This design comes from an exercise in tuning for small area, a short achievable clock period and few clock cycles per item on the open sky130 flow, not from production work. Only simulation tests tie the RTL to the original design; equivalence was not proved.

==> flow/design.v (excerpt) <==
module pipelined_array_mult #(
  parameter int WIDTH  = 64,
  parameter int TAG_W  = 4
) (
  input  logic               clk,
  input  logic               rst,
  input  logic               in_valid,
  output logic               in_ready,
  input  logic               in_signed,
  input  logic [WIDTH-1:0]   A,
  input  logic [WIDTH-1:0]   B,
  input  logic [TAG_W-1:0]   in_tag,
  output logic               out_valid,
  input  logic               out_ready,
  output logic [2*WIDTH-1:0] out,
  output logic               out_signed,
  output logic [TAG_W-1:0]   out_tag
);
Size: about 990 flip-flops, ~110000 µm² of cells after synthesis.
clock: 13.0 ns
lec_check: 0
abc_area: 1
cap_margin: 20
core_margin: 2
core_utilization: 45
slew_margin: 20
synth_hierarchical: 1
standard.sh (not shown) runs the stock make flow with config.mk's settings and CLKGATE_MAP_FILE= SYNTH_SCRIPT=/design/flow/synth_recipe.tcl, a recipe that flattens the netlist after the stock synthesis.
==> flow/flow/run.sh <==
#!/bin/bash
# Own flow: the standard ORFS layout (standard.sh) with these changes:
# - repair_timing aims for a path delay well below the 13 ns clock (setup slack
#   margin), so that the achieved period improves; the SDC is the standard one;
# - ports are buffered with buf_2 instead of the default (a delay cell);
# - CTS inserts no dummy loads, and may use smaller clock buffers;
# - global placement weights the timing-critical nets more.
set -euo pipefail
export SETUP_SLACK_MARGIN=8.65
export BUFFER_PORTS_ARGS="-buffer_cell sky130_fd_sc_hd__buf_2"
export CTS_ARGS="-sink_clustering_enable -repair_clock_nets -dont_use_dummy_load -buf_list {sky130_fd_sc_hd__clkbuf_4 sky130_fd_sc_hd__clkbuf_8 sky130_fd_sc_hd__clkbuf_16} -sink_clustering_size 24 -sink_clustering_max_diameter 120"
export GLOBAL_PLACEMENT_ARGS="-timing_driven_net_weight_max 5 -timing_driven_nets_percentage 20"
bash standard.sh > standard.log 2>&1
The baseline completed without violations.
Testbench counts at the start, summed over its fixed seeds: cycles 1,036, items 1,024.
Change:
==> flow/flow/run.sh (replaced) <==
#!/bin/bash
# Own flow: the standard ORFS layout (standard.sh) with these changes:
# - repair_timing aims for a path delay well below the 13 ns clock (setup slack
#   margin), so that the achieved period improves; the SDC is the standard one;
# - ports are buffered with buf_2 instead of the default (a delay cell);
# - CTS inserts no dummy loads.
set -euo pipefail
export SETUP_SLACK_MARGIN=8.5
export BUFFER_PORTS_ARGS="-buffer_cell sky130_fd_sc_hd__buf_2"
export CTS_ARGS="-sink_clustering_enable -repair_clock_nets -dont_use_dummy_load"
bash standard.sh > standard.log 2>&1
CTS_BUF_LIST = sky130_fd_sc_hd__clkbuf_4 sky130_fd_sc_hd__clkbuf_8 sky130_fd_sc_hd__clkbuf_16   (was default)
CTS_CLUSTER_SIZE = 30   (was default)
The changed run produced a clean layout.
Die area is unchanged.
Critical path depth grows by 2.
Global-route usage shrinks by 0.31 points.
Area after synthesis does not change.
Synthesized cell count stays the same.

pipelined_array_mult again, from the RTL that the note above started with.
// pipelined_array_mult
module pipelined_array_mult #(
  parameter int WIDTH  = 64,
  parameter int TAG_W  = 4
) (
  input  logic               clk,
  input  logic               rst,
  input  logic               in_valid,
  output logic               in_ready,
  input  logic               in_signed,
  input  logic [WIDTH-1:0]   A,
  input  logic [WIDTH-1:0]   B,
  input  logic [TAG_W-1:0]   in_tag,
  output logic               out_valid,
  input  logic               out_ready,
  output logic [2*WIDTH-1:0] out,
  output logic               out_signed,
  output logic [TAG_W-1:0]   out_tag
);
Settings: LEC_CHECK=0, ABC_AREA=1, CAP_MARGIN=20, CORE_MARGIN=2, CORE_UTILIZATION=45, SLEW_MARGIN=20, SYNTH_HIERARCHICAL=1; clock period 13.0 ns.
==> flow/flow/run.sh <==
#!/bin/bash
# Own flow: the standard ORFS layout (standard.sh) with these changes:
# - repair_timing aims for a path delay well below the 13 ns clock (setup slack
#   margin), so that the achieved period improves; the SDC is the standard one;
# - ports are buffered with buf_2 instead of the default (a delay cell);
# - CTS inserts no dummy loads;
# - global placement weights the timing-critical nets more.
set -euo pipefail
export SETUP_SLACK_MARGIN=8.5
export BUFFER_PORTS_ARGS="-buffer_cell sky130_fd_sc_hd__buf_2"
export CTS_ARGS="-sink_clustering_enable -repair_clock_nets -dont_use_dummy_load"
export GLOBAL_PLACEMENT_ARGS="-timing_driven_net_weight_max 5 -timing_driven_nets_percentage 20"
bash standard.sh > standard.log 2>&1
The first run completed with no timing, DRC or antenna violations.
Testbench counts at the start, summed over its fixed seeds: cycles 1,036, items 1,024.
Edit:
--- a/flow/flow/run.sh
+++ b/flow/flow/run.sh
@@ -5,8 +5,8 @@
 # - ports are buffered with buf_2 instead of the default (a delay cell);
-# - CTS inserts no dummy loads;
+# - CTS inserts no dummy loads, and may use smaller clock buffers;
 # - global placement weights the timing-critical nets more.
 set -euo pipefail
-export SETUP_SLACK_MARGIN=8.5
+export SETUP_SLACK_MARGIN=8.7
 export BUFFER_PORTS_ARGS="-buffer_cell sky130_fd_sc_hd__buf_2"
-export CTS_ARGS="-sink_clustering_enable -repair_clock_nets -dont_use_dummy_load"
+export CTS_ARGS="-sink_clustering_enable -repair_clock_nets -dont_use_dummy_load -buf_list {sky130_fd_sc_hd__clkbuf_4 sky130_fd_sc_hd__clkbuf_8 sky130_fd_sc_hd__clkbuf_16} -sink_clustering_size 24 -sink_clustering_max_diameter 120"
 export GLOBAL_PLACEMENT_ARGS="-timing_driven_net_weight_max 5 -timing_driven_nets_percentage 20"
What happened:
- The changed run ran to the end with no violations
- setup slack is better by 160 ps
- synthesized area does not change
- critical path depth came out higher by 1
- worst hold slack improves by 5.8 ps
- global-route usage stays flat
- cell count hardly moves
- sequential share of layout area shrinks by 0.29 points
- routed wire length came out higher by 3.2%
- design area is higher by 1.5%
- utilization went up by 0.72 points
Edit:
--- a/flow/flow/run.sh
+++ b/flow/flow/run.sh
@@ -8,3 +8,3 @@
 set -euo pipefail
-export SETUP_SLACK_MARGIN=8.7
+export SETUP_SLACK_MARGIN=8.5
 export BUFFER_PORTS_ARGS="-buffer_cell sky130_fd_sc_hd__buf_2"
Via count drops by 3.1%.
Design area shrinks by 2.7%.
Routed wire length fell by 3.4%.

[re-timing with driven ports]
How much do the figures lean on ideal ports? The routed layouts below were timed once more, with nothing changed but the port constraints. Step 1 sets driving cells, clkbuf_16 on the clock port and buf_2 on the other inputs (assumed; they add their load-dependent delay and slew). Step 2, shift: input delay + t, output delay - t, t = (earliest + latest rising clock arrival at the registers) / 2. This alone moves slack from input paths to output paths. a / b / c = ideal ports / drivers / drivers and shift; a / b = the first two.
run | shift t [ns] | setup slack, ns | latest minus earliest clock arrival (ns) | cell pins on the clock port's net
the first run of note 1 | 0.854 | 8.509 / 8.509 / 8.394 | 0.134 / 0.134 | 1
the second run of note 1 | 0.909 | 8.365 / 8.365 / 8.365 | 0.130 / 0.130 | 1
the first run of note 2 | 0.941 | 8.384 / 8.384 / 8.355 | 0.104 / 0.103 | 1
the second run of note 2 | 0.862 | 8.546 / 8.546 / 8.395 | 0.125 / 0.125 | 1
the third run of note 2 | 0.851 | 8.376 / 8.376 / 8.376 | 0.126 / 0.127 | 1
After both steps setup and hold are still met in every run listed. The setup slack of the second run of note 2, which loses most, moves by 0.000 ns with the drivers and by -0.151 ns with both steps.
